What follows belongs to an exercise in optimizing a design on an open flow for small area and a short achievable clock period; a production flow would make more cautious choices. In this exercise RTL edits were held to simulation tests only and were not proved equivalent to the original.

==> flow/design.v, too long to show whole: its modules and the start of the top module <==
// module audio_clk_enable: 45 lines
// module vco_ctrl_regs: 41 lines
// module natural_log: 306 lines
// module astable_555_vco: 553 lines
// module rc_lowpass: 44 lines
// module discrete_555_top: 53 lines
module discrete_555_top (
    input  wire         clk,
    input  wire         arst_n,
    input  wire         reg_wr,
    input  wire  [1:0]  reg_addr,
    input  wire  [15:0] reg_wdata,
    output logic [15:0] reg_rdata,
    output logic        audio_clk_en,
    output logic [15:0] vco_out,
    output logic [15:0] filt_out
);
  // ...
==> flow/run.sh <==
#!/bin/bash
# synth_recipe.tcl (not shown) runs the flow's synth.tcl, then flattens the netlist and writes it again
# the make line also repeats each setting of config.mk as NAME=value (left out here)
make -C /OpenROAD-flow-scripts/flow DESIGN_CONFIG=/design/flow/config.mk WORK_HOME=/design/flow/orfs CLKGATE_MAP_FILE= SYNTH_SCRIPT=/design/flow/synth_recipe.tcl finish
==> flow/config.mk <==
export PLATFORM = sky130hd
export DESIGN_NAME = discrete_555_top
export DESIGN_NICKNAME = discrete_555_top
export VERILOG_FILES = /design/flow/design.v
export SDC_FILE = /design/flow/constraint.sdc
export NUM_CORES = 4
export LEC_CHECK = 0
export CAP_MARGIN = 20
export CORE_MARGIN = 2
export CORE_UTILIZATION = 40
export SLEW_MARGIN = 20
==> flow/constraint.sdc <==
create_clock -name core_clock -period 48.0 [get_ports {clk}]
set_input_delay 9.6000 -clock core_clock [delete_from_list [all_inputs] [get_ports {clk}]]
set_output_delay 9.6000 -clock core_clock [all_outputs]
set_load 0.01 [all_outputs]
==> metrics.md, run 1 <==
| Metric | Value |
|---|---|
| Status | `timing/DRC/antenna clean` |
| DP Area | `23,770 um2` |
| Hold path cells | `0` |
| Clk sink count | `265` |
| Main synth FF type | `dfxtp_1` |
| Max Buffers Root-to-Sink | `3` |
| Place WS | `16.77 ns` |
| Post-layout net count | `2,634` |
| Depth of the most critical reg-to-reg path | `83` |
| Area leader, netlist | `fa_1` |
| CP Data Required Time | `48.45 ns` |
| Core Util, Final | `44.09%` |
| CP startpoint | `u_astable_555_vco.nd_q1[0]` |
| M1 WL | `20,500 um` |
| Max-cap violations | `0` |
| DR top layer | `met4` |
| Initial antenna violation count | `0` |
| CTS Buf Count | `31` |
| Most flops, register | `u_rc_lowpass.state` |
| Crit-path slowest cell | `fa_1` |
| Placer Congestion | `0.8516` |
| DRC | `0` |
| GRT overflow | `0` |
| Clock tree root buffer cell | `clkbuf_16` |
| Core area | `56,280 um2` |
==> module vco_ctrl_regs, before the edit <==
module vco_ctrl_regs (
    input  wire         clk,
    input  wire         arst_n,
    input  wire         reg_wr,
    input  wire  [1:0]  reg_addr,
    input  wire  [15:0] reg_wdata,
    output logic [15:0] reg_rdata,
    output logic [15:0] v_control,
    output logic        run,
    output logic [2:0]  filt_shift,
    input  wire         vco_level,
    input  wire  [19:0] high_len
);
    always_ff @(posedge clk or negedge arst_n) begin
        if (!arst_n) begin
            v_control  <= '0;
            run        <= 1'b0;  
            filt_shift <= 3'(4);
        end else if (reg_wr) begin
            case (reg_addr)
                2'd0: begin
                    v_control <= reg_wdata;
                end
                2'd1: begin
                    run        <= reg_wdata[0];
                    filt_shift <= reg_wdata[3:1];
                end
                default: begin
                end
            endcase
        end
    end
    always_comb begin
        case (reg_addr)
            2'd0:    reg_rdata = v_control;
            2'd1:    reg_rdata = {12'd0, filt_shift, run};
            2'd2:    reg_rdata = {11'd0, high_len[19:16], vco_level};
            default: reg_rdata = high_len[15:0];
        endcase
    end
endmodule
==> module discrete_555_top, before the edit <==
module discrete_555_top (
    input  wire         clk,
    input  wire         arst_n,
    input  wire         reg_wr,
    input  wire  [1:0]  reg_addr,
    input  wire  [15:0] reg_wdata,
    output logic [15:0] reg_rdata,
    output logic        audio_clk_en,
    output logic [15:0] vco_out,
    output logic [15:0] filt_out
);
    logic [15:0] v_control;
    logic        run;
    logic [2:0]  filt_shift;
    logic [19:0] high_len;
    logic        vco_hi;
    audio_clk_enable u_audio_clk_enable (
        .clk          (clk),
        .arst_n       (arst_n),
        .audio_clk_en (audio_clk_en)
    );
    vco_ctrl_regs u_vco_ctrl_regs (
        .clk        (clk),
        .arst_n     (arst_n),
        .reg_wr     (reg_wr),
        .reg_addr   (reg_addr),
        .reg_wdata  (reg_wdata),
        .reg_rdata  (reg_rdata),
        .v_control  (v_control),
        .run        (run),
        .filt_shift (filt_shift),
        .vco_level  (vco_hi),
        .high_len   (high_len)
    );
    astable_555_vco u_astable_555_vco (
        .clk          (clk),
        .arst_n       (arst_n),
        .audio_clk_en (audio_clk_en),
        .run          (run),
        .v_control    (v_control),
        .out_hi       (vco_hi),
        .high_len     (high_len)
    );
    rc_lowpass u_rc_lowpass (
        .clk          (clk),
        .arst_n       (arst_n),
        .audio_clk_en (audio_clk_en),
        .filt_shift   (filt_shift),
        .in_hi        (vco_hi),
        .out          (filt_out)
    );
    assign vco_out = {vco_hi, 15'd0};
endmodule
==> run 2, diff against run 1 <==
--- a/flow/design.v
+++ b/flow/design.v
@@ -66,44 +66,110 @@
 `default_nettype none
 module vco_ctrl_regs (
     input  wire         clk,
     input  wire         arst_n,
     input  wire         reg_wr,
     input  wire  [1:0]  reg_addr,
     input  wire  [15:0] reg_wdata,
     output logic [15:0] reg_rdata,
-    output logic [15:0] v_control,
+    output logic [15:0] d_raw,
     output logic        run,
     output logic [2:0]  filt_shift,
     input  wire         vco_level,
     input  wire  [19:0] high_len
 );
+    wire wsub_w0 = ~reg_wdata[0] ^ 1'b1;
+    wire wsub_w1 = ~reg_wdata[0] & 1'b1;
+    wire wsub_w2 = ~reg_wdata[1] ^ 1'b1 ^ wsub_w1;
+    wire wsub_w3 = (~reg_wdata[1] & 1'b1) | (~reg_wdata[1] & wsub_w1) | (1'b1 & wsub_w1);
+    wire wsub_w4 = ~reg_wdata[2] ^ wsub_w3;
+    wire wsub_w5 = ~reg_wdata[2] & wsub_w3;
+    wire wsub_w6 = ~reg_wdata[3] ^ wsub_w5;
+    wire wsub_w7 = ~reg_wdata[3] & wsub_w5;
+    wire wsub_w8 = ~reg_wdata[4] ^ wsub_w7;
+    wire wsub_w9 = ~reg_wdata[4] & wsub_w7;
+    wire wsub_w10 = ~reg_wdata[5] ^ wsub_w9;
+    wire wsub_w11 = ~reg_wdata[5] & wsub_w9;
+    wire wsub_w12 = ~reg_wdata[6] ^ wsub_w11;
+    wire wsub_w13 = ~reg_wdata[6] & wsub_w11;
+    wire wsub_w14 = ~reg_wdata[7] ^ wsub_w13;
+    wire wsub_w15 = ~reg_wdata[7] & wsub_w13;
+    wire wsub_w16 = ~reg_wdata[8] ^ wsub_w15;
+    wire wsub_w17 = ~reg_wdata[8] & wsub_w15;
+    wire wsub_w18 = ~reg_wdata[9] ^ wsub_w17;
+    wire wsub_w19 = ~reg_wdata[9] & wsub_w17;
+    wire wsub_w20 = ~reg_wdata[10] ^ wsub_w19;
+    wire wsub_w21 = ~reg_wdata[10] & wsub_w19;
+    wire wsub_w22 = ~reg_wdata[11] ^ wsub_w21;
+    wire wsub_w23 = ~reg_wdata[11] & wsub_w21;
+    wire wsub_w24 = ~reg_wdata[12] ^ wsub_w23;
+    wire wsub_w25 = ~reg_wdata[12] & wsub_w23;
+    wire wsub_w26 = ~reg_wdata[13] ^ wsub_w25;
+    wire wsub_w27 = ~reg_wdata[13] & wsub_w25;
+    wire wsub_w28 = ~reg_wdata[14] ^ wsub_w27;
+    wire wsub_w29 = ~reg_wdata[14] & wsub_w27;
+    wire wsub_w30 = ~reg_wdata[15] ^ 1'b1 ^ wsub_w29;
+    wire wsub_w31 = (~reg_wdata[15] & 1'b1) | (~reg_wdata[15] & wsub_w29) | (1'b1 & wsub_w29);
+    wire [15:0] w_d = {wsub_w30, wsub_w28, wsub_w26, wsub_w24, wsub_w22, wsub_w20, wsub_w18, wsub_w16, wsub_w14, wsub_w12, wsub_w10, wsub_w8, wsub_w6, wsub_w4, wsub_w2, wsub_w0};
+    wire rsub_w0 = ~d_raw[0] ^ 1'b1;
+    wire rsub_w1 = ~d_raw[0] & 1'b1;
+    wire rsub_w2 = ~d_raw[1] ^ 1'b1 ^ rsub_w1;
+    wire rsub_w3 = (~d_raw[1] & 1'b1) | (~d_raw[1] & rsub_w1) | (1'b1 & rsub_w1);
+    wire rsub_w4 = ~d_raw[2] ^ rsub_w3;
+    wire rsub_w5 = ~d_raw[2] & rsub_w3;
+    wire rsub_w6 = ~d_raw[3] ^ rsub_w5;
+    wire rsub_w7 = ~d_raw[3] & rsub_w5;
+    wire rsub_w8 = ~d_raw[4] ^ rsub_w7;
+    wire rsub_w9 = ~d_raw[4] & rsub_w7;
+    wire rsub_w10 = ~d_raw[5] ^ rsub_w9;
+    wire rsub_w11 = ~d_raw[5] & rsub_w9;
+    wire rsub_w12 = ~d_raw[6] ^ rsub_w11;
+    wire rsub_w13 = ~d_raw[6] & rsub_w11;
+    wire rsub_w14 = ~d_raw[7] ^ rsub_w13;
+    wire rsub_w15 = ~d_raw[7] & rsub_w13;
+    wire rsub_w16 = ~d_raw[8] ^ rsub_w15;
+    wire rsub_w17 = ~d_raw[8] & rsub_w15;
+    wire rsub_w18 = ~d_raw[9] ^ rsub_w17;
+    wire rsub_w19 = ~d_raw[9] & rsub_w17;
+    wire rsub_w20 = ~d_raw[10] ^ rsub_w19;
+    wire rsub_w21 = ~d_raw[10] & rsub_w19;
+    wire rsub_w22 = ~d_raw[11] ^ rsub_w21;
+    wire rsub_w23 = ~d_raw[11] & rsub_w21;
+    wire rsub_w24 = ~d_raw[12] ^ rsub_w23;
+    wire rsub_w25 = ~d_raw[12] & rsub_w23;
+    wire rsub_w26 = ~d_raw[13] ^ rsub_w25;
+    wire rsub_w27 = ~d_raw[13] & rsub_w25;
+    wire rsub_w28 = ~d_raw[14] ^ rsub_w27;
+    wire rsub_w29 = ~d_raw[14] & rsub_w27;
+    wire rsub_w30 = ~d_raw[15] ^ 1'b1 ^ rsub_w29;
+    wire rsub_w31 = (~d_raw[15] & 1'b1) | (~d_raw[15] & rsub_w29) | (1'b1 & rsub_w29);
+    wire [15:0] v_rd = {rsub_w30, rsub_w28, rsub_w26, rsub_w24, rsub_w22, rsub_w20, rsub_w18, rsub_w16, rsub_w14, rsub_w12, rsub_w10, rsub_w8, rsub_w6, rsub_w4, rsub_w2, rsub_w0};
     always_ff @(posedge clk or negedge arst_n) begin
         if (!arst_n) begin
-            v_control  <= '0;
-            run        <= 1'b0;  
+            d_raw      <= 16'd32770;   
+            run        <= 1'b0;        
             filt_shift <= 3'(4);
         end else if (reg_wr) begin
             case (reg_addr)
                 2'd0: begin
-                    v_control <= reg_wdata;
+                    d_raw <= w_d;
                 end
                 2'd1: begin
                     run        <= reg_wdata[0];
                     filt_shift <= reg_wdata[3:1];
                 end
                 default: begin
                 end
             endcase
         end
     end
     always_comb begin
         case (reg_addr)
-            2'd0:    reg_rdata = v_control;
+            2'd0:    reg_rdata = v_rd;
             2'd1:    reg_rdata = {12'd0, filt_shift, run};
             2'd2:    reg_rdata = {11'd0, high_len[19:16], vco_level};
             default: reg_rdata = high_len[15:0];
         endcase
     end
 endmodule
 `default_nettype wire
 `timescale 1ns/100ps
@@ -417,327 +483,247 @@
 `default_nettype wire
 `timescale 1ns/100ps
 `default_nettype none
 module astable_555_vco (
     input  wire         clk,
     input  wire         arst_n,
     input  wire         audio_clk_en,
     input  wire         run,
-    input  wire  [15:0] v_control,
+    input  wire  [15:0] d_raw,       
     output logic        out_hi,      
     output logic [19:0] high_len     
 );
-    wire dsub_w0 = ~v_control[0] ^ 1'b1;
-    wire dsub_w1 = ~v_control[0] & 1'b1;
-    wire dsub_w2 = ~v_control[1] ^ 1'b1 ^ dsub_w1;
-    wire dsub_w3 = (~v_control[1] & 1'b1) | (~v_control[1] & dsub_w1) | (1'b1 & dsub_w1);
-    wire dsub_w4 = ~v_control[2] ^ dsub_w3;
-    wire dsub_w5 = ~v_control[2] & dsub_w3;
-    wire dsub_w6 = ~v_control[3] ^ dsub_w5;
-    wire dsub_w7 = ~v_control[3] & dsub_w5;
-    wire dsub_w8 = ~v_control[4] ^ dsub_w7;
-    wire dsub_w9 = ~v_control[4] & dsub_w7;
-    wire dsub_w10 = ~v_control[5] ^ dsub_w9;
-    wire dsub_w11 = ~v_control[5] & dsub_w9;
-    wire dsub_w12 = ~v_control[6] ^ dsub_w11;
-    wire dsub_w13 = ~v_control[6] & dsub_w11;
-    wire dsub_w14 = ~v_control[7] ^ dsub_w13;
-    wire dsub_w15 = ~v_control[7] & dsub_w13;
-    wire dsub_w16 = ~v_control[8] ^ dsub_w15;
-    wire dsub_w17 = ~v_control[8] & dsub_w15;
-    wire dsub_w18 = ~v_control[9] ^ dsub_w17;
-    wire dsub_w19 = ~v_control[9] & dsub_w17;
-    wire dsub_w20 = ~v_control[10] ^ dsub_w19;
-    wire dsub_w21 = ~v_control[10] & dsub_w19;
-    wire dsub_w22 = ~v_control[11] ^ dsub_w21;
-    wire dsub_w23 = ~v_control[11] & dsub_w21;
-    wire dsub_w24 = ~v_control[12] ^ dsub_w23;
-    wire dsub_w25 = ~v_control[12] & dsub_w23;
-    wire dsub_w26 = ~v_control[13] ^ dsub_w25;
-    wire dsub_w27 = ~v_control[13] & dsub_w25;
-    wire dsub_w28 = ~v_control[14] ^ dsub_w27;
-    wire dsub_w29 = ~v_control[14] & dsub_w27;
-    wire dsub_w30 = ~v_control[15] ^ 1'b1 ^ dsub_w29;
-    wire dsub_w31 = (~v_control[15] & 1'b1) | (~v_control[15] & dsub_w29) | (1'b1 & dsub_w29);
-    wire [15:0] d_raw = {dsub_w30, dsub_w28, dsub_w26, dsub_w24, dsub_w22, dsub_w20, dsub_w18, dsub_w16, dsub_w14, dsub_w12, dsub_w10, dsub_w8, dsub_w6, dsub_w4, dsub_w2, dsub_w0};
-    wire v_clamp = v_control[15] | (&v_control[14:6] & ((|v_control[5:2]) | (v_control[1] & v_control[0])));
-    wire [15:0] d0 = v_clamp ? 16'd64 : d_raw;
-    wire [15:0] nd0 = ~d0;
-    wire [6:0] t16 = 7'd64;
-    wire [15:0] t16x = 16'(t16);
-    wire [15:0] n16 = nd0;
-    wire [16:0] c16;
-    wire [15:0] s16;
-    assign c16[0] = 1'b1;
-    for (genvar j = 0; j < 16; j++) begin : g_row16
-        assign s16[j] = t16x[j] ^ nd0[j] ^ c16[j];
-        assign c16[j+1] = (t16x[j] & n16[j]) | (t16x[j] & c16[j]) | (n16[j] & c16[j]);
-    end
-    wire q16 = c16[16];
-    wire [6:0] r16 = q16 ? s16[6:0] : t16[6:0];
-    wire [7:0] t15 = {r16, 1'b0};
-    wire [15:0] t15x = 16'(t15);
-    wire [15:0] n15 = nd0;
-    wire [16:0] c15;
-    wire [15:0] s15;
-    assign c15[0] = 1'b1;
-    for (genvar j = 0; j < 16; j++) begin : g_row15
-        assign s15[j] = t15x[j] ^ nd0[j] ^ c15[j];
-        assign c15[j+1] = (t15x[j] & n15[j]) | (t15x[j] & c15[j]) | (n15[j] & c15[j]);
-    end
-    wire q15 = c15[16];
-    wire [7:0] r15 = q15 ? s15[7:0] : t15[7:0];
-    wire [8:0] t14 = {r15, 1'b0};
-    wire [15:0] t14x = 16'(t14);
-    wire [15:0] n14 = nd0;
-    wire [16:0] c14;
-    wire [15:0] s14;
-    assign c14[0] = 1'b1;
-    for (genvar j = 0; j < 16; j++) begin : g_row14
-        assign s14[j] = t14x[j] ^ nd0[j] ^ c14[j];
-        assign c14[j+1] = (t14x[j] & n14[j]) | (t14x[j] & c14[j]) | (n14[j] & c14[j]);
-    end
-    wire q14 = c14[16];
-    wire [8:0] r14 = q14 ? s14[8:0] : t14[8:0];
-    wire [9:0] t13 = {r14, 1'b0};
-    wire [15:0] t13x = 16'(t13);
-    wire [15:0] n13 = nd0;
-    wire [16:0] c13;
-    wire [15:0] s13;
-    assign c13[0] = 1'b1;
-    for (genvar j = 0; j < 16; j++) begin : g_row13
-        assign s13[j] = t13x[j] ^ nd0[j] ^ c13[j];
-        assign c13[j+1] = (t13x[j] & n13[j]) | (t13x[j] & c13[j]) | (n13[j] & c13[j]);
-    end
-    wire q13 = c13[16];
-    wire [9:0] r13 = q13 ? s13[9:0] : t13[9:0];
-    wire [10:0] t12 = {r13, 1'b0};
-    wire [15:0] t12x = 16'(t12);
-    wire [15:0] n12 = nd0;
-    wire [16:0] c12;
-    wire [15:0] s12;
-    assign c12[0] = 1'b1;
-    for (genvar j = 0; j < 16; j++) begin : g_row12
-        assign s12[j] = t12x[j] ^ nd0[j] ^ c12[j];
-        assign c12[j+1] = (t12x[j] & n12[j]) | (t12x[j] & c12[j]) | (n12[j] & c12[j]);
-    end
-    wire q12 = c12[16];
-    wire [10:0] r12 = q12 ? s12[10:0] : t12[10:0];
-    logic [15:0] nd_q1;
-    logic [10:0] r_q1;
-    logic [4:0] q_q1;
-    always_ff @(posedge clk) begin
-        nd_q1 <= nd0;
-        r_q1  <= r12;
-        q_q1  <= {q16, q15, q14, q13, q12};
-    end
-    wire [11:0] t11 = {r_q1, 1'b0};
-    wire [15:0] t11x = 16'(t11);
-    wire [15:0] n11 = nd_q1;
-    wire [16:0] c11;
-    wire [15:0] s11;
-    assign c11[0] = 1'b1;
-    for (genvar j = 0; j < 16; j++) begin : g_row11
-        assign s11[j] = t11x[j] ^ nd_q1[j] ^ c11[j];
-        assign c11[j+1] = (t11x[j] & n11[j]) | (t11x[j] & c11[j]) | (n11[j] & c11[j]);
-    end
-    wire q11 = c11[16];
-    wire [11:0] r11 = q11 ? s11[11:0] : t11[11:0];
-    wire [12:0] t10 = {r11, 1'b0};
-    wire [15:0] t10x = 16'(t10);
-    wire [15:0] n10 = nd_q1;
-    wire [16:0] c10;
-    wire [15:0] s10;
-    assign c10[0] = 1'b1;
-    for (genvar j = 0; j < 16; j++) begin : g_row10
-        assign s10[j] = t10x[j] ^ nd_q1[j] ^ c10[j];
-        assign c10[j+1] = (t10x[j] & n10[j]) | (t10x[j] & c10[j]) | (n10[j] & c10[j]);
-    end
-    wire q10 = c10[16];
-    wire [12:0] r10 = q10 ? s10[12:0] : t10[12:0];
-    wire [13:0] t9 = {r10, 1'b0};
-    wire [15:0] t9x = 16'(t9);
-    wire [15:0] n9 = nd_q1;
-    wire [16:0] c9;
-    wire [15:0] s9;
-    assign c9[0] = 1'b1;
-    for (genvar j = 0; j < 16; j++) begin : g_row9
-        assign s9[j] = t9x[j] ^ nd_q1[j] ^ c9[j];
-        assign c9[j+1] = (t9x[j] & n9[j]) | (t9x[j] & c9[j]) | (n9[j] & c9[j]);
-    end
-    wire q9 = c9[16];
-    wire [13:0] r9 = q9 ? s9[13:0] : t9[13:0];
-    wire [14:0] t8 = {r9, 1'b1};
-    wire [15:0] t8x = 16'(t8);
-    wire [15:0] n8 = nd_q1;
-    wire [16:0] c8;
-    wire [15:0] s8;
-    assign c8[0] = 1'b1;
-    for (genvar j = 0; j < 16; j++) begin : g_row8
-        assign s8[j] = t8x[j] ^ nd_q1[j] ^ c8[j];
-        assign c8[j+1] = (t8x[j] & n8[j]) | (t8x[j] & c8[j]) | (n8[j] & c8[j]);
-    end
-    wire q8 = c8[16];
-    wire [14:0] r8 = q8 ? s8[14:0] : t8[14:0];
-    wire [15:0] t7 = {r8, 1'b0};
-    wire [15:0] t7x = 16'(t7);
-    wire [15:0] n7 = nd_q1;
-    wire [16:0] c7;
-    wire [15:0] s7;
-    assign c7[0] = 1'b1;
-    for (genvar j = 0; j < 16; j++) begin : g_row7
-        assign s7[j] = t7x[j] ^ nd_q1[j] ^ c7[j];
-        assign c7[j+1] = (t7x[j] & n7[j]) | (t7x[j] & c7[j]) | (n7[j] & c7[j]);
-    end
-    wire q7 = c7[16];
-    wire [15:0] r7 = q7 ? s7[15:0] : t7[15:0];
-    logic [15:0] nd_q2;
-    logic [15:0] r_q2;
-    logic [9:0] q_q2;
+    localparam int K1 = 8;
+    wire v_clamp = ~|d_raw[15:6] | (d_raw[15] & ((|d_raw[14:2]) | (d_raw[1] & d_raw[0])));
+    wire [15:0] d = v_clamp ? 16'd64 : d_raw;
+    wire        s8 = ~|d[15:8];
+    wire [15:0] n1 = s8 ? {d[7:0], 8'd0} : d;
+    wire        s4 = ~|n1[15:12];
+    wire [15:0] n2 = s4 ? {n1[11:0], 4'd0} : n1;
+    wire        s2 = ~|n2[15:14];
+    wire [15:0] n3 = s2 ? {n2[13:0], 2'd0} : n2;
+    wire        s1 = ~n3[15];
+    wire [15:0] dn = s1 ? {n3[14:0], 1'b0} : n3;
+    wire [3:0]  z  = {s8, s4, s2, s1};
+    logic [18:0] sr_s [0:14];
+    logic [18:0] sr_c [0:14];
+    logic [13:0] q_pos;
+    logic [13:0] q_neg;
+    logic [15:0] dn_k [0:14];
+    logic [18:0] x_s, x_c;
+    logic [15:0] x_dn;
+    logic [3:0]  x_z;
+    logic [13:0] x_qp, x_qn;
+    assign sr_s[0] = 19'd16385;
+    assign sr_c[0] = 19'd0;
+    assign dn_k[0] = dn;
+    for (genvar k = 0; k < 14; k++) begin : g_srt
+        wire [18:0] s2w = {sr_s[k][17:0], 1'b0};
+        wire [18:0] c2w = {sr_c[k][17:0], 1'b0};
+        wire [3:0]  yh  = s2w[18:15] + c2w[18:15];
+        wire        qp  = ~yh[3];
+        wire        qn  = yh[3] & ~&yh;
+        wire [18:0] dx  = {3'd0, dn_k[k]};
+        wire [18:0] a   = ({19{qp}} & ~dx) | ({19{qn}} & dx);
+        wire [18:0] cy  = (s2w & c2w) | (s2w & a) | (c2w & a);
+        wire [18:0] sm  = s2w ^ c2w ^ a;
+        assign q_pos[13-k] = qp;
+        assign q_neg[13-k] = qn;
+        if (k == K1 - 1) begin : g_reg
+            always_ff @(posedge clk) begin
+                x_s  <= sm;
+                x_c  <= {cy[17:0], qp};
+                x_dn <= dn_k[k];
+            end
+            assign sr_s[k+1] = x_s;
+            assign sr_c[k+1] = x_c;
+            assign dn_k[k+1] = x_dn;
+        end else begin : g_comb
+            assign sr_s[k+1] = sm;
+            assign sr_c[k+1] = {cy[17:0], qp};
+            assign dn_k[k+1] = dn_k[k];
+        end
+    end
     always_ff @(posedge clk) begin
-        nd_q2 <= nd_q1;
-        r_q2  <= r7;
-        q_q2  <= {q_q1[4], q_q1[3], q_q1[2], q_q1[1], q_q1[0], q11, q10, q9, q8, q7};
-    end
-    wire [16:0] t6 = {r_q2, 1'b0};
-    wire [16:0] t6x = 17'(t6);
-    wire [16:0] n6 = {1'h1, nd_q2};
-    wire [17:0] c6;
-    wire [16:0] s6;
-    assign c6[0] = 1'b1;
-    for (genvar j = 0; j < 17; j++) begin : g_row6
-        assign s6[j] = t6x[j] ^ nd_q2[j] ^ c6[j];
-        assign c6[j+1] = (t6x[j] & n6[j]) | (t6x[j] & c6[j]) | (n6[j] & c6[j]);
-    end
-    wire q6 = c6[17];
-    wire [15:0] r6 = q6 ? s6[15:0] : t6[15:0];
-    wire [16:0] t5 = {r6, 1'b0};
-    wire [16:0] t5x = 17'(t5);
-    wire [16:0] n5 = {1'h1, nd_q2};
-    wire [17:0] c5;
-    wire [16:0] s5;
-    assign c5[0] = 1'b1;
-    for (genvar j = 0; j < 17; j++) begin : g_row5
-        assign s5[j] = t5x[j] ^ nd_q2[j] ^ c5[j];
-        assign c5[j+1] = (t5x[j] & n5[j]) | (t5x[j] & c5[j]) | (n5[j] & c5[j]);
-    end
-    wire q5 = c5[17];
-    wire [15:0] r5 = q5 ? s5[15:0] : t5[15:0];
-    wire [16:0] t4 = {r5, 1'b0};
-    wire [16:0] t4x = 17'(t4);
-    wire [16:0] n4 = {1'h1, nd_q2};
-    wire [17:0] c4;
-    wire [16:0] s4;
-    assign c4[0] = 1'b1;
-    for (genvar j = 0; j < 17; j++) begin : g_row4
-        assign s4[j] = t4x[j] ^ nd_q2[j] ^ c4[j];
-        assign c4[j+1] = (t4x[j] & n4[j]) | (t4x[j] & c4[j]) | (n4[j] & c4[j]);
-    end
-    wire q4 = c4[17];
-    wire [15:0] r4 = q4 ? s4[15:0] : t4[15:0];
-    wire [16:0] t3 = {r4, 1'b0};
-    wire [16:0] t3x = 17'(t3);
-    wire [16:0] n3 = {1'h1, nd_q2};
-    wire [17:0] c3;
-    wire [16:0] s3;
-    assign c3[0] = 1'b1;
-    for (genvar j = 0; j < 17; j++) begin : g_row3
-        assign s3[j] = t3x[j] ^ nd_q2[j] ^ c3[j];
-        assign c3[j+1] = (t3x[j] & n3[j]) | (t3x[j] & c3[j]) | (n3[j] & c3[j]);
-    end
-    wire q3 = c3[17];
-    wire [15:0] r3 = q3 ? s3[15:0] : t3[15:0];
-    logic [15:0] nd_q3;
-    logic [15:0] r_q3;
-    logic [13:0] q_q3;
+        x_z  <= z;
+        x_qp <= q_pos;
+        x_qn <= q_neg;
+    end
+    wire [13:0] qp_all = {x_qp[13:14-K1], q_pos[13-K1:0]};
+    wire [13:0] qn_all = {x_qn[13:14-K1], q_neg[13-K1:0]};
+    wire rsg_w0 = sr_s[14][0] ^ sr_c[14][0];
+    wire rsg_w1 = sr_s[14][0] & sr_c[14][0];
+    wire rsg_w2 = sr_s[14][1] ^ sr_c[14][1] ^ rsg_w1;
+    wire rsg_w3 = (sr_s[14][1] & sr_c[14][1]) | (sr_s[14][1] & rsg_w1) | (sr_c[14][1] & rsg_w1);
+    wire rsg_w4 = sr_s[14][2] ^ sr_c[14][2] ^ rsg_w3;
+    wire rsg_w5 = (sr_s[14][2] & sr_c[14][2]) | (sr_s[14][2] & rsg_w3) | (sr_c[14][2] & rsg_w3);
+    wire rsg_w6 = sr_s[14][3] ^ sr_c[14][3] ^ rsg_w5;
+    wire rsg_w7 = (sr_s[14][3] & sr_c[14][3]) | (sr_s[14][3] & rsg_w5) | (sr_c[14][3] & rsg_w5);
+    wire rsg_w8 = sr_s[14][4] ^ sr_c[14][4] ^ rsg_w7;
+    wire rsg_w9 = (sr_s[14][4] & sr_c[14][4]) | (sr_s[14][4] & rsg_w7) | (sr_c[14][4] & rsg_w7);
+    wire rsg_w10 = sr_s[14][5] ^ sr_c[14][5] ^ rsg_w9;
+    wire rsg_w11 = (sr_s[14][5] & sr_c[14][5]) | (sr_s[14][5] & rsg_w9) | (sr_c[14][5] & rsg_w9);
+    wire rsg_w12 = sr_s[14][6] ^ sr_c[14][6] ^ rsg_w11;
+    wire rsg_w13 = (sr_s[14][6] & sr_c[14][6]) | (sr_s[14][6] & rsg_w11) | (sr_c[14][6] & rsg_w11);
+    wire rsg_w14 = sr_s[14][7] ^ sr_c[14][7] ^ rsg_w13;
+    wire rsg_w15 = (sr_s[14][7] & sr_c[14][7]) | (sr_s[14][7] & rsg_w13) | (sr_c[14][7] & rsg_w13);
+    wire rsg_w16 = sr_s[14][8] ^ sr_c[14][8] ^ rsg_w15;
+    wire rsg_w17 = (sr_s[14][8] & sr_c[14][8]) | (sr_s[14][8] & rsg_w15) | (sr_c[14][8] & rsg_w15);
+    wire rsg_w18 = sr_s[14][9] ^ sr_c[14][9] ^ rsg_w17;
+    wire rsg_w19 = (sr_s[14][9] & sr_c[14][9]) | (sr_s[14][9] & rsg_w17) | (sr_c[14][9] & rsg_w17);
+    wire rsg_w20 = sr_s[14][10] ^ sr_c[14][10] ^ rsg_w19;
+    wire rsg_w21 = (sr_s[14][10] & sr_c[14][10]) | (sr_s[14][10] & rsg_w19) | (sr_c[14][10] & rsg_w19);
+    wire rsg_w22 = sr_s[14][11] ^ sr_c[14][11] ^ rsg_w21;
+    wire rsg_w23 = (sr_s[14][11] & sr_c[14][11]) | (sr_s[14][11] & rsg_w21) | (sr_c[14][11] & rsg_w21);
+    wire rsg_w24 = sr_s[14][12] ^ sr_c[14][12] ^ rsg_w23;
+    wire rsg_w25 = (sr_s[14][12] & sr_c[14][12]) | (sr_s[14][12] & rsg_w23) | (sr_c[14][12] & rsg_w23);
+    wire rsg_w26 = sr_s[14][13] ^ sr_c[14][13] ^ rsg_w25;
+    wire rsg_w27 = (sr_s[14][13] & sr_c[14][13]) | (sr_s[14][13] & rsg_w25) | (sr_c[14][13] & rsg_w25);
+    wire rsg_w28 = sr_s[14][14] ^ sr_c[14][14] ^ rsg_w27;
+    wire rsg_w29 = (sr_s[14][14] & sr_c[14][14]) | (sr_s[14][14] & rsg_w27) | (sr_c[14][14] & rsg_w27);
+    wire rsg_w30 = sr_s[14][15] ^ sr_c[14][15] ^ rsg_w29;
+    wire rsg_w31 = (sr_s[14][15] & sr_c[14][15]) | (sr_s[14][15] & rsg_w29) | (sr_c[14][15] & rsg_w29);
+    wire rsg_w32 = sr_s[14][16] ^ sr_c[14][16] ^ rsg_w31;
+    wire rsg_w33 = (sr_s[14][16] & sr_c[14][16]) | (sr_s[14][16] & rsg_w31) | (sr_c[14][16] & rsg_w31);
+    wire rsg_w34 = sr_s[14][17] ^ sr_c[14][17] ^ rsg_w33;
+    wire rsg_w35 = (sr_s[14][17] & sr_c[14][17]) | (sr_s[14][17] & rsg_w33) | (sr_c[14][17] & rsg_w33);
+    wire rsg_w36 = sr_s[14][18] ^ sr_c[14][18] ^ rsg_w35;
+    wire rsg_w37 = (sr_s[14][18] & sr_c[14][18]) | (sr_s[14][18] & rsg_w35) | (sr_c[14][18] & rsg_w35);
+    wire [0:0] rem_sign = {rsg_w36};
+    wire rem_neg = rem_sign[0];
+    wire tsub_w0 = qp_all[0] ^ ~qn_all[0];
+    wire tsub_w1 = qp_all[0] & ~qn_all[0];
+    wire tsub_w2 = qp_all[1] ^ ~qn_all[1] ^ tsub_w1;
+    wire tsub_w3 = (qp_all[1] & ~qn_all[1]) | (qp_all[1] & tsub_w1) | (~qn_all[1] & tsub_w1);
+    wire tsub_w4 = qp_all[2] ^ ~qn_all[2] ^ tsub_w3;
+    wire tsub_w5 = (qp_all[2] & ~qn_all[2]) | (qp_all[2] & tsub_w3) | (~qn_all[2] & tsub_w3);
+    wire tsub_w6 = qp_all[3] ^ ~qn_all[3] ^ tsub_w5;
+    wire tsub_w7 = (qp_all[3] & ~qn_all[3]) | (qp_all[3] & tsub_w5) | (~qn_all[3] & tsub_w5);
+    wire tsub_w8 = qp_all[4] ^ ~qn_all[4] ^ tsub_w7;
+    wire tsub_w9 = (qp_all[4] & ~qn_all[4]) | (qp_all[4] & tsub_w7) | (~qn_all[4] & tsub_w7);
+    wire tsub_w10 = qp_all[5] ^ ~qn_all[5] ^ tsub_w9;
+    wire tsub_w11 = (qp_all[5] & ~qn_all[5]) | (qp_all[5] & tsub_w9) | (~qn_all[5] & tsub_w9);
+    wire tsub_w12 = qp_all[6] ^ ~qn_all[6] ^ tsub_w11;
+    wire tsub_w13 = (qp_all[6] & ~qn_all[6]) | (qp_all[6] & tsub_w11) | (~qn_all[6] & tsub_w11);
+    wire tsub_w14 = qp_all[7] ^ ~qn_all[7] ^ tsub_w13;
+    wire tsub_w15 = (qp_all[7] & ~qn_all[7]) | (qp_all[7] & tsub_w13) | (~qn_all[7] & tsub_w13);
+    wire tsub_w16 = qp_all[8] ^ ~qn_all[8] ^ tsub_w15;
+    wire tsub_w17 = (qp_all[8] & ~qn_all[8]) | (qp_all[8] & tsub_w15) | (~qn_all[8] & tsub_w15);
+    wire tsub_w18 = qp_all[9] ^ ~qn_all[9] ^ tsub_w17;
+    wire tsub_w19 = (qp_all[9] & ~qn_all[9]) | (qp_all[9] & tsub_w17) | (~qn_all[9] & tsub_w17);
+    wire tsub_w20 = qp_all[10] ^ ~qn_all[10] ^ tsub_w19;
+    wire tsub_w21 = (qp_all[10] & ~qn_all[10]) | (qp_all[10] & tsub_w19) | (~qn_all[10] & tsub_w19);
+    wire tsub_w22 = qp_all[11] ^ ~qn_all[11] ^ tsub_w21;
+    wire tsub_w23 = (qp_all[11] & ~qn_all[11]) | (qp_all[11] & tsub_w21) | (~qn_all[11] & tsub_w21);
+    wire tsub_w24 = qp_all[12] ^ ~qn_all[12] ^ tsub_w23;
+    wire tsub_w25 = (qp_all[12] & ~qn_all[12]) | (qp_all[12] & tsub_w23) | (~qn_all[12] & tsub_w23);
+    wire tsub_w26 = qp_all[13] ^ ~qn_all[13] ^ tsub_w25;
+    wire tsub_w27 = (qp_all[13] & ~qn_all[13]) | (qp_all[13] & tsub_w25) | (~qn_all[13] & tsub_w25);
+    wire [13:0] t_diff = {tsub_w26, tsub_w24, tsub_w22, tsub_w20, tsub_w18, tsub_w16, tsub_w14, tsub_w12, tsub_w10, tsub_w8, tsub_w6, tsub_w4, tsub_w2, tsub_w0};
+    logic [13:0] y_t;
+    logic        y_neg;
+    logic [3:0]  y_z;
     always_ff @(posedge clk) begin
-        nd_q3 <= nd_q2;
-        r_q3  <= r3;
-        q_q3  <= {q_q2[9], q_q2[8], q_q2[7], q_q2[6], q_q2[5], q_q2[4], q_q2[3], q_q2[2], q_q2[1], q_q2[0], q6, q5, q4, q3};
-    end
-    wire [16:0] t2 = {r_q3, 1'b0};
-    wire [16:0] t2x = 17'(t2);
-    wire [16:0] n2 = {1'h1, nd_q3};
-    wire [17:0] c2;
-    wire [16:0] s2;
-    assign c2[0] = 1'b1;
-    for (genvar j = 0; j < 17; j++) begin : g_row2
-        assign s2[j] = t2x[j] ^ nd_q3[j] ^ c2[j];
-        assign c2[j+1] = (t2x[j] & n2[j]) | (t2x[j] & c2[j]) | (n2[j] & c2[j]);
-    end
-    wire q2 = c2[17];
-    wire [15:0] r2 = q2 ? s2[15:0] : t2[15:0];
-    wire [16:0] t1 = {r2, 1'b0};
-    wire [16:0] t1x = 17'(t1);
-    wire [16:0] n1 = {1'h1, nd_q3};
-    wire [17:0] c1;
-    wire [16:0] s1;
-    assign c1[0] = 1'b1;
-    for (genvar j = 0; j < 17; j++) begin : g_row1
-        assign s1[j] = t1x[j] ^ nd_q3[j] ^ c1[j];
-        assign c1[j+1] = (t1x[j] & n1[j]) | (t1x[j] & c1[j]) | (n1[j] & c1[j]);
-    end
-    wire q1 = c1[17];
-    wire [15:0] r1 = q1 ? s1[15:0] : t1[15:0];
-    wire [16:0] t0 = {r1, 1'b0};
-    wire [16:0] t0x = 17'(t0);
-    wire [16:0] n0 = {1'h1, nd_q3};
-    wire [17:0] c0;
-    wire [16:0] s0;
-    assign c0[0] = 1'b1;
-    for (genvar j = 0; j < 17; j++) begin : g_row0
-        assign s0[j] = t0x[j] ^ nd_q3[j] ^ c0[j];
-        assign c0[j+1] = (t0x[j] & n0[j]) | (t0x[j] & c0[j]) | (n0[j] & c0[j]);
-    end
-    wire q0 = c0[17];
-    wire [15:0] r0 = q0 ? s0[15:0] : t0[15:0];
-    wire [16:0] q_all = {q_q3[13], q_q3[12], q_q3[11], q_q3[10], q_q3[9], q_q3[8], q_q3[7], q_q3[6], q_q3[5], q_q3[4], q_q3[3], q_q3[2], q_q3[1], q_q3[0], q2, q1, q0};
-    wire lna_w0 = q_all[7] ^ 1'b1;
-    wire lna_w1 = q_all[7] & 1'b1;
-    wire lna_w2 = q_all[8] ^ lna_w1;
-    wire lna_w3 = q_all[8] & lna_w1;
-    wire lna_w4 = q_all[9] ^ lna_w3;
-    wire lna_w5 = q_all[9] & lna_w3;
-    wire lna_w6 = q_all[10] ^ lna_w5;
-    wire lna_w7 = q_all[10] & lna_w5;
-    wire lna_w8 = q_all[11] ^ lna_w7;
-    wire lna_w9 = q_all[11] & lna_w7;
-    wire lna_w10 = q_all[12] ^ lna_w9;
-    wire lna_w11 = q_all[12] & lna_w9;
-    wire lna_w12 = q_all[13] ^ lna_w11;
-    wire lna_w13 = q_all[13] & lna_w11;
-    wire lna_w14 = q_all[14] ^ lna_w13;
-    wire lna_w15 = q_all[14] & lna_w13;
-    wire lna_w16 = q_all[15] ^ lna_w15;
-    wire lna_w17 = q_all[15] & lna_w15;
-    wire lna_w18 = q_all[16] ^ lna_w17;
-    wire lna_w19 = q_all[16] & lna_w17;
-    wire [16:0] lnarg = {lna_w18, lna_w16, lna_w14, lna_w12, lna_w10, lna_w8, lna_w6, lna_w4, lna_w2, lna_w0, q_all[6], q_all[5], q_all[4], q_all[3], q_all[2], q_all[1], q_all[0]};   
-    logic [3:0]  lead_e;
-    logic [16:0] lead_norm;
+        y_t   <= t_diff;
+        y_neg <= rem_neg;
+        y_z   <= x_z;
+    end
+    wire qinc_w0 = y_t[0] ^ ~y_neg;
+    wire qinc_w1 = y_t[0] & ~y_neg;
+    wire qinc_w2 = y_t[1] ^ qinc_w1;
+    wire qinc_w3 = y_t[1] & qinc_w1;
+    wire qinc_w4 = y_t[2] ^ qinc_w3;
+    wire qinc_w5 = y_t[2] & qinc_w3;
+    wire qinc_w6 = y_t[3] ^ qinc_w5;
+    wire qinc_w7 = y_t[3] & qinc_w5;
+    wire qinc_w8 = y_t[4] ^ qinc_w7;
+    wire qinc_w9 = y_t[4] & qinc_w7;
+    wire qinc_w10 = y_t[5] ^ qinc_w9;
+    wire qinc_w11 = y_t[5] & qinc_w9;
+    wire qinc_w12 = y_t[6] ^ qinc_w11;
+    wire qinc_w13 = y_t[6] & qinc_w11;
+    wire qinc_w14 = y_t[7] ^ qinc_w13;
+    wire qinc_w15 = y_t[7] & qinc_w13;
+    wire qinc_w16 = y_t[8] ^ qinc_w15;
+    wire qinc_w17 = y_t[8] & qinc_w15;
+    wire qinc_w18 = y_t[9] ^ qinc_w17;
+    wire qinc_w19 = y_t[9] & qinc_w17;
+    wire qinc_w20 = y_t[10] ^ qinc_w19;
+    wire qinc_w21 = y_t[10] & qinc_w19;
+    wire qinc_w22 = y_t[11] ^ qinc_w21;
+    wire qinc_w23 = y_t[11] & qinc_w21;
+    wire qinc_w24 = y_t[12] ^ qinc_w23;
+    wire qinc_w25 = y_t[12] & qinc_w23;
+    wire qinc_w26 = y_t[13] ^ qinc_w25;
+    wire qinc_w27 = y_t[13] & qinc_w25;
+    wire [13:0] q_fl = {qinc_w26, qinc_w24, qinc_w22, qinc_w20, qinc_w18, qinc_w16, qinc_w14, qinc_w12, qinc_w10, qinc_w8, qinc_w6, qinc_w4, qinc_w2, qinc_w0};
+    logic [13:0] q_mask;
     always_comb begin
-        lead_e = 4'd0;
-        for (int i = 9; i < 17; i++) begin
-            if (lnarg[i]) lead_e = 4'(i - 8);
-        end
-        lead_norm = lnarg << (4'd8 - lead_e);
+        case (y_z)
+            4'd0:    q_mask = 14'h3fc0;
+            4'd1:    q_mask = 14'h3fe0;
+            4'd2:    q_mask = 14'h3ff0;
+            4'd3:    q_mask = 14'h3ff8;
+            4'd4:    q_mask = 14'h3ffc;
+            4'd5:    q_mask = 14'h3ffe;
+            default: q_mask = 14'h3fff;
+        endcase
     end
+    wire [13:0] q_m = q_fl & q_mask;
+    wire [14:0] one_hot = 15'd1 << (4'd13 - y_z);
+    wire lbadd_w0 = q_m[0] ^ one_hot[0];
+    wire lbadd_w1 = q_m[0] & one_hot[0];
+    wire lbadd_w2 = q_m[1] ^ one_hot[1] ^ lbadd_w1;
+    wire lbadd_w3 = (q_m[1] & one_hot[1]) | (q_m[1] & lbadd_w1) | (one_hot[1] & lbadd_w1);
+    wire lbadd_w4 = q_m[2] ^ one_hot[2] ^ lbadd_w3;
+    wire lbadd_w5 = (q_m[2] & one_hot[2]) | (q_m[2] & lbadd_w3) | (one_hot[2] & lbadd_w3);
+    wire lbadd_w6 = q_m[3] ^ one_hot[3] ^ lbadd_w5;
+    wire lbadd_w7 = (q_m[3] & one_hot[3]) | (q_m[3] & lbadd_w5) | (one_hot[3] & lbadd_w5);
+    wire lbadd_w8 = q_m[4] ^ one_hot[4] ^ lbadd_w7;
+    wire lbadd_w9 = (q_m[4] & one_hot[4]) | (q_m[4] & lbadd_w7) | (one_hot[4] & lbadd_w7);
+    wire lbadd_w10 = q_m[5] ^ one_hot[5] ^ lbadd_w9;
+    wire lbadd_w11 = (q_m[5] & one_hot[5]) | (q_m[5] & lbadd_w9) | (one_hot[5] & lbadd_w9);
+    wire lbadd_w12 = q_m[6] ^ one_hot[6] ^ lbadd_w11;
+    wire lbadd_w13 = (q_m[6] & one_hot[6]) | (q_m[6] & lbadd_w11) | (one_hot[6] & lbadd_w11);
+    wire lbadd_w14 = q_m[7] ^ one_hot[7] ^ lbadd_w13;
+    wire lbadd_w15 = (q_m[7] & one_hot[7]) | (q_m[7] & lbadd_w13) | (one_hot[7] & lbadd_w13);
+    wire lbadd_w16 = q_m[8] ^ one_hot[8] ^ lbadd_w15;
+    wire lbadd_w17 = (q_m[8] & one_hot[8]) | (q_m[8] & lbadd_w15) | (one_hot[8] & lbadd_w15);
+    wire lbadd_w18 = q_m[9] ^ one_hot[9] ^ lbadd_w17;
+    wire lbadd_w19 = (q_m[9] & one_hot[9]) | (q_m[9] & lbadd_w17) | (one_hot[9] & lbadd_w17);
+    wire lbadd_w20 = q_m[10] ^ one_hot[10] ^ lbadd_w19;
+    wire lbadd_w21 = (q_m[10] & one_hot[10]) | (q_m[10] & lbadd_w19) | (one_hot[10] & lbadd_w19);
+    wire lbadd_w22 = q_m[11] ^ one_hot[11] ^ lbadd_w21;
+    wire lbadd_w23 = (q_m[11] & one_hot[11]) | (q_m[11] & lbadd_w21) | (one_hot[11] & lbadd_w21);
+    wire lbadd_w24 = q_m[12] ^ one_hot[12] ^ lbadd_w23;
+    wire lbadd_w25 = (q_m[12] & one_hot[12]) | (q_m[12] & lbadd_w23) | (one_hot[12] & lbadd_w23);
+    wire lbadd_w26 = q_m[13] ^ one_hot[13] ^ lbadd_w25;
+    wire lbadd_w27 = (q_m[13] & one_hot[13]) | (q_m[13] & lbadd_w25) | (one_hot[13] & lbadd_w25);
+    wire lbadd_w28 = one_hot[14] ^ lbadd_w27;
+    wire lbadd_w29 = one_hot[14] & lbadd_w27;
+    wire [14:0] lb = {lbadd_w28, lbadd_w26, lbadd_w24, lbadd_w22, lbadd_w20, lbadd_w18, lbadd_w16, lbadd_w14, lbadd_w12, lbadd_w10, lbadd_w8, lbadd_w6, lbadd_w4, lbadd_w2, lbadd_w0};
+    wire [11:0] mant = lb[14] ? lb[13:2] : (lb[13] ? lb[12:1] : lb[11:0]);
+    wire [3:0]  e    = lb[14] ? y_z : (lb[13] ? y_z - 4'd1 : y_z - 4'd2);
     logic [3:0]  e_q;
     logic [11:0] m_q;
     always_ff @(posedge clk) begin
-        e_q <= lead_e;
-        m_q <= lead_norm[15:4];
+        e_q <= e;
+        m_q <= mant;
     end
-    logic [10:0] ln_8;
+    logic [10:0] ln_d;
+    logic [10:0] ln_q;
     natural_log u_natural_log (
         .e             (e_q),
         .mant          (m_q),
-        .out_8_shifted (ln_8)
+        .out_8_shifted (ln_d)
     );
+    always_ff @(posedge clk) begin
+        ln_q <= ln_d;
+    end
     logic [10:0] high_ln;    
     logic [19:0] cnt;
     logic        ph;
     wire hmul_w0 = high_ln[2] ^ ~high_ln[0] ^ 1'b1;
     wire hmul_w1 = (high_ln[2] & ~high_ln[0]) | (high_ln[2] & 1'b1) | (~high_ln[0] & 1'b1);
     wire hmul_w2 = high_ln[4] ^ ~high_ln[2] ^ ~high_ln[0];
     wire hmul_w3 = (high_ln[4] & ~high_ln[2]) | (high_ln[4] & ~high_ln[0]) | (~high_ln[2] & ~high_ln[0]);
     wire hmul_w4 = high_ln[5] ^ ~high_ln[3] ^ ~high_ln[1];
@@ -957,20 +943,20 @@
         end
     end
     always_ff @(posedge clk or negedge arst_n) begin
         if (!arst_n) begin
             high_ln <= '0;
             out_hi  <= 1'b0;
         end else begin
             if (reload) begin
-                high_ln <= ln_8;
+                high_ln <= ln_q;
             end
             if (audio_clk_en) begin
-                out_hi <= run && ph && !(cnt == high_len);
+                out_hi <= run && ph && !hi_end;
             end
         end
     end
 endmodule
 `default_nettype wire
 `timescale 1ns/100ps
 `default_nettype none
 module rc_lowpass (
@@ -1026,45 +1012,45 @@
     input  wire         reg_wr,
     input  wire  [1:0]  reg_addr,
     input  wire  [15:0] reg_wdata,
     output logic [15:0] reg_rdata,
     output logic        audio_clk_en,
     output logic [15:0] vco_out,
     output logic [15:0] filt_out
 );
-    logic [15:0] v_control;
+    logic [15:0] d_raw;
     logic        run;
     logic [2:0]  filt_shift;
     logic [19:0] high_len;
     logic        vco_hi;
     audio_clk_enable u_audio_clk_enable (
         .clk          (clk),
         .arst_n       (arst_n),
         .audio_clk_en (audio_clk_en)
     );
     vco_ctrl_regs u_vco_ctrl_regs (
         .clk        (clk),
         .arst_n     (arst_n),
         .reg_wr     (reg_wr),
         .reg_addr   (reg_addr),
         .reg_wdata  (reg_wdata),
         .reg_rdata  (reg_rdata),
-        .v_control  (v_control),
+        .d_raw      (d_raw),
         .run        (run),
         .filt_shift (filt_shift),
         .vco_level  (vco_hi),
         .high_len   (high_len)
     );
     astable_555_vco u_astable_555_vco (
         .clk          (clk),
         .arst_n       (arst_n),
         .audio_clk_en (audio_clk_en),
         .run          (run),
-        .v_control    (v_control),
+        .d_raw        (d_raw),
         .out_hi       (vco_hi),
         .high_len     (high_len)
     );
     rc_lowpass u_rc_lowpass (
         .clk          (clk),
         .arst_n       (arst_n),
         .audio_clk_en (audio_clk_en),
         .filt_shift   (filt_shift),
==> metrics.md, run 2 <==
| Metric | Value |
|---|---|
| Pre-antenna DRT Iters | `5` |
| Post-synth EDFFs | `0` |
| Die Ht | `257.1 um` |
| Yosys warns | `8` |
| Core area | `63,200 um2 (+12%)` |
| First-pass GRT wire length | `95,590 um` |
| Relative slew slack | `30.87%` |
| Initial antenna violation count | `1 (+1)` |
| Clock tree root buffer cell | `clkbuf_16` |
| Antenna cells | `0` |
| Die area | `66,100 um2` |
| CTS Hold Bufs | `0` |
| Setup violators final | `0` |
| TritonCTS clock tree | `built` |
| Worst path max stage delay | `0.64 ns` |
| Most common cell after layout, fill and taps aside | `inv_1` |
| Startpoint Class | `input pin` |
| H-tree levels | `1` |
| Num ports | `70` |
| Most flops, register | `u_rc_lowpass.state` |
| CP dominant cell by count | `clkdlybuf4s50_1` |
| Number of vias per cell | `5.045` |
| Netlist Area Pre-Place | `25,620 um2` |
| Crit-path slowest cell | `nor2_1` |
| Hold wc startpoint | `u_astable_555_vco.x_z[1]` |
| Setup TNS | `0 ns` |
| Starting Density | `40.55%` |
| Post-CTS sizing | `0` |
| Final Critical Period | `21.24 ns` |
| M1 WL | `25,100 um (+22%)` |
| Cell with the most instances after synthesis | `inv_1` |
| DIE WIDTH | `257.1 um` |
| Most frequent cells in the layout | `inv_1 (415), fa_1 (376), nand2_1 (221), ha_1 (187), dfxtp_1 (166)` |
| Final slew viol count | `0` |
| DRC | `0 (unchanged)` |
| Syn avg cell area | `9.583 um2` |
| Placed insts | `3,454` |
| CTS Buf Count | `27 (-13%)` |
| Synth Register Bits | `243` |
| Antenna-violating nets left | `0` |
| Max Buffers Root-to-Sink | `3 (unchanged)` |
| Post-synthesis cell type count | `88` |
| DP HPWL | `44,860 um` |
| Iter 0 DRT Violations | `895` |
| Top flop regs | `u_rc_lowpass.state (32), u_astable_555_vco.cnt (20), u_astable_555_vco.x_s (18)` |
| Routed WL | `55,620 um` |
| Min-delay worst type | `reg -> reg` |
| RR Startpoint | `u_astable_555_vco.x_s[15]` |
| Status | `timing/DRC/antenna clean` |
| Buf/Inv on CP | `2` |
| Main synth FF type | `dfxtp_1` |
| Clk sink count | `243 (-8.3%)` |
| Rows | `92` |
| Final Non-Filler Cells | `3,504` |
| Synth top area cells | `fa_1 (29%), dfxtp_1 (13%), ha_1 (9.1%)` |
| Fin crit share | `44.26%` |
| Total setup buffers inserted after CTS | `0` |
| CP endpoint kind | `output port` |
| Later-pin clock latency in the skew report | `0.56 ns` |
| Port bufs | `54` |
| Fmax | `0.04707 GHz` |
| Clk_skew | `0.01573 ns` |
| Placer Congestion | `0.8553 (+0.43%)` |
| Fillers | `6,012` |
| Place WS | `26.60 ns (+9.830 ns)` |
| Unrepaired setup endpoints after global routing | `false` |
| WL met3 | `1954 um` |
| CP startpoint | `reg_addr[1]` |
| Largest register FFs | `32` |
| Max-cap violations | `0 (unchanged)` |
| Top-area cell type share of the netlist area | `29.38%` |
| Met2 Wirelength | `27,510 um` |
| GRT overflow | `0 (unchanged)` |
| All-Layer GR Usage | `17.42%` |
| CP Max Fanout | `12` |
| Critical path type | `in -> out` |
| CP Cell Sequence | `clkdlybuf4s50_1, nor2_1, a22o_1, clkdlybuf4s50_1` |
| Vias | `17,680` |
| Worst-margin pin slew | `1.033 ns` |
| Area Overhead vs Synth | `8.067%` |
| DR WL/cell | `15.87 um` |
| CP delay by family, top | `buffers and inverters` |
| Register area share after synthesis | `20.54%` |
| CP Data Required Time | `38.40 ns (-10.05 ns)` |
| Largest net degree at the start of global routing | `73` |
| Area leader, netlist | `fa_1` |
| Vias in the first global route | `18,570` |
| DR top layer | `met4` |
| Cells after Synth | `2,674` |
| Reg clk slew, reported paths | `0.06 ns` |
| Final worst setup slack | `26.76 ns` |
| Critical Path AT | `11.64 ns` |
| Final Hold Fails | `0` |
| Synth top cells by count | `inv_1 (415), fa_1 (376), nand2_1 (221), ha_1 (187), dfxtp_1 (166)` |
| Layout cells sized above 1 | `6.095%` |
| Post-synth ARST share | `31.69%` |
| Post-layout net count | `3,221 (+22%)` |
==> run 2: cell types whose count changed after synthesis, moves of 22 or more <==
cell	before	now
nor2_1	71	148
clkbuf_1	63	110
ha_1	104	187
inv_1	315	415
o21ai_0	58	118
a21oi_1	49	144
dfxtp_1	188	166
xnor2_1	11	48
mux2_2	77	18
==> run 2: kinds of logic after synthesis <==
group	synth area share [%]
AO/OA/AOI/OAI	9.556
XOR/XNOR	3.623
adder cells (fa/ha/maj)	38.74
buffers and inverters	8.970
flip-flops	20.54
multiplexers	6.392
other	0.02931
AND/OR/NAND/NOR	12.15
==> run 2: cell type report <==
class | instances | area [um2] | area share (%)
clock buffers | 31 | 753.2 | 2.720
clock inverters | 19 | 186.4 | 0.6732
inverters | 421 | 1580 | 5.707
multi-input cells | 1872 | 18180 | 65.64
flip-flops and latches | 243 | 5264 | 19.01
well taps | 846 | 1059 | 3.823
repair buffers | 72 | 673.1 | 2.431
==> run 2: metal layers <==
layer | GRT usage [%] | vias to the layer above
met5 | 0 | -
met4 | 3.456 | 0
met3 | 1.990 | 70
met2 | 30.10 | 304
met1 | 23.60 | 8860
li1 | - | 8443
==> run 2: worst reg2reg max path: cells and delay by family, from the launching register on <==
| kind | cells | cell delay [ns] |
|---|---|---|
| AO/OA/AOI/OAI | 21 | 3.44 |
| flip-flops | 1 | 0.34 |
| XOR/XNOR | 11 | 4.57 |
| AND/OR/NAND/NOR | 9 | 3.12 |
| buffers and inverters | 9 | 1.74 |
| adder cells (fa/ha/maj) | 18 | 7.76 |
==> run 2: path summary, 6_finish.rpt <==
check,end,slack [ns],depth (start not counted)
min in group asynchronous,u_vco_ctrl_regs.d_raw[13],8.85,1
max reg2reg,u_astable_555_vco.y_t[12],26.98,68
min reg2reg,u_astable_555_vco.y_z[1],0.33,0
max in group asynchronous,u_vco_ctrl_regs.filt_shift[1],37.97,2
min,u_astable_555_vco.y_z[1],0.33,0
max,reg_rdata[4],26.76,4
==> run 2: metrics by stage <==
stage	util, %	hold slack (ns)	cell area (um2)
after floorplan	-	0.3096	25690
final	43.82	0.3334	27690
after detailed placement	42.30	0.3219	26730
after global routing	43.82	0.3472	27690
after global placement	42.30	0.3227	26730
after CTS	43.79	0.3387	27670

## separate check: timing with driven ports
No port has a modelled driver above. Below, the same layouts with a new extraction and two added sets of constraints. Step 1 (the two cells are an assumption about what drives the block):
set clk [get_ports {clk}]
set_driving_cell -lib_cell sky130_fd_sc_hd__clkbuf_16 $clk
set_driving_cell -lib_cell sky130_fd_sc_hd__buf_2 [delete_from_list [all_inputs] $clk]
Step 2 adds t to the input delays and takes it off the output delays; t is the mean of the earliest and latest rising clock arrival at the registers after step 1. Input paths then give back, and output paths get back, about the clock's delay inside the block. Three values: ideal ports, drivers, drivers and shift; two values: the first two.
run	t (ns)	setup slack, ns	clock arrival spread, ns	slew at the worst register clock pin (ns)	worst slew at a driven data input, ns
run 1	0.619	16.912 / 16.912 / 16.912	0.029 / 0.029	0.07 / 0.07	0.04
run 2	0.605	26.756 / 26.735 / 26.735	0.016 / 0.016	0.07 / 0.07	0.06
After both steps every run listed still meets setup and hold. The setup slack of run 2, which loses most, moves by -0.021 ns with the drivers and by -0.021 ns with both steps.
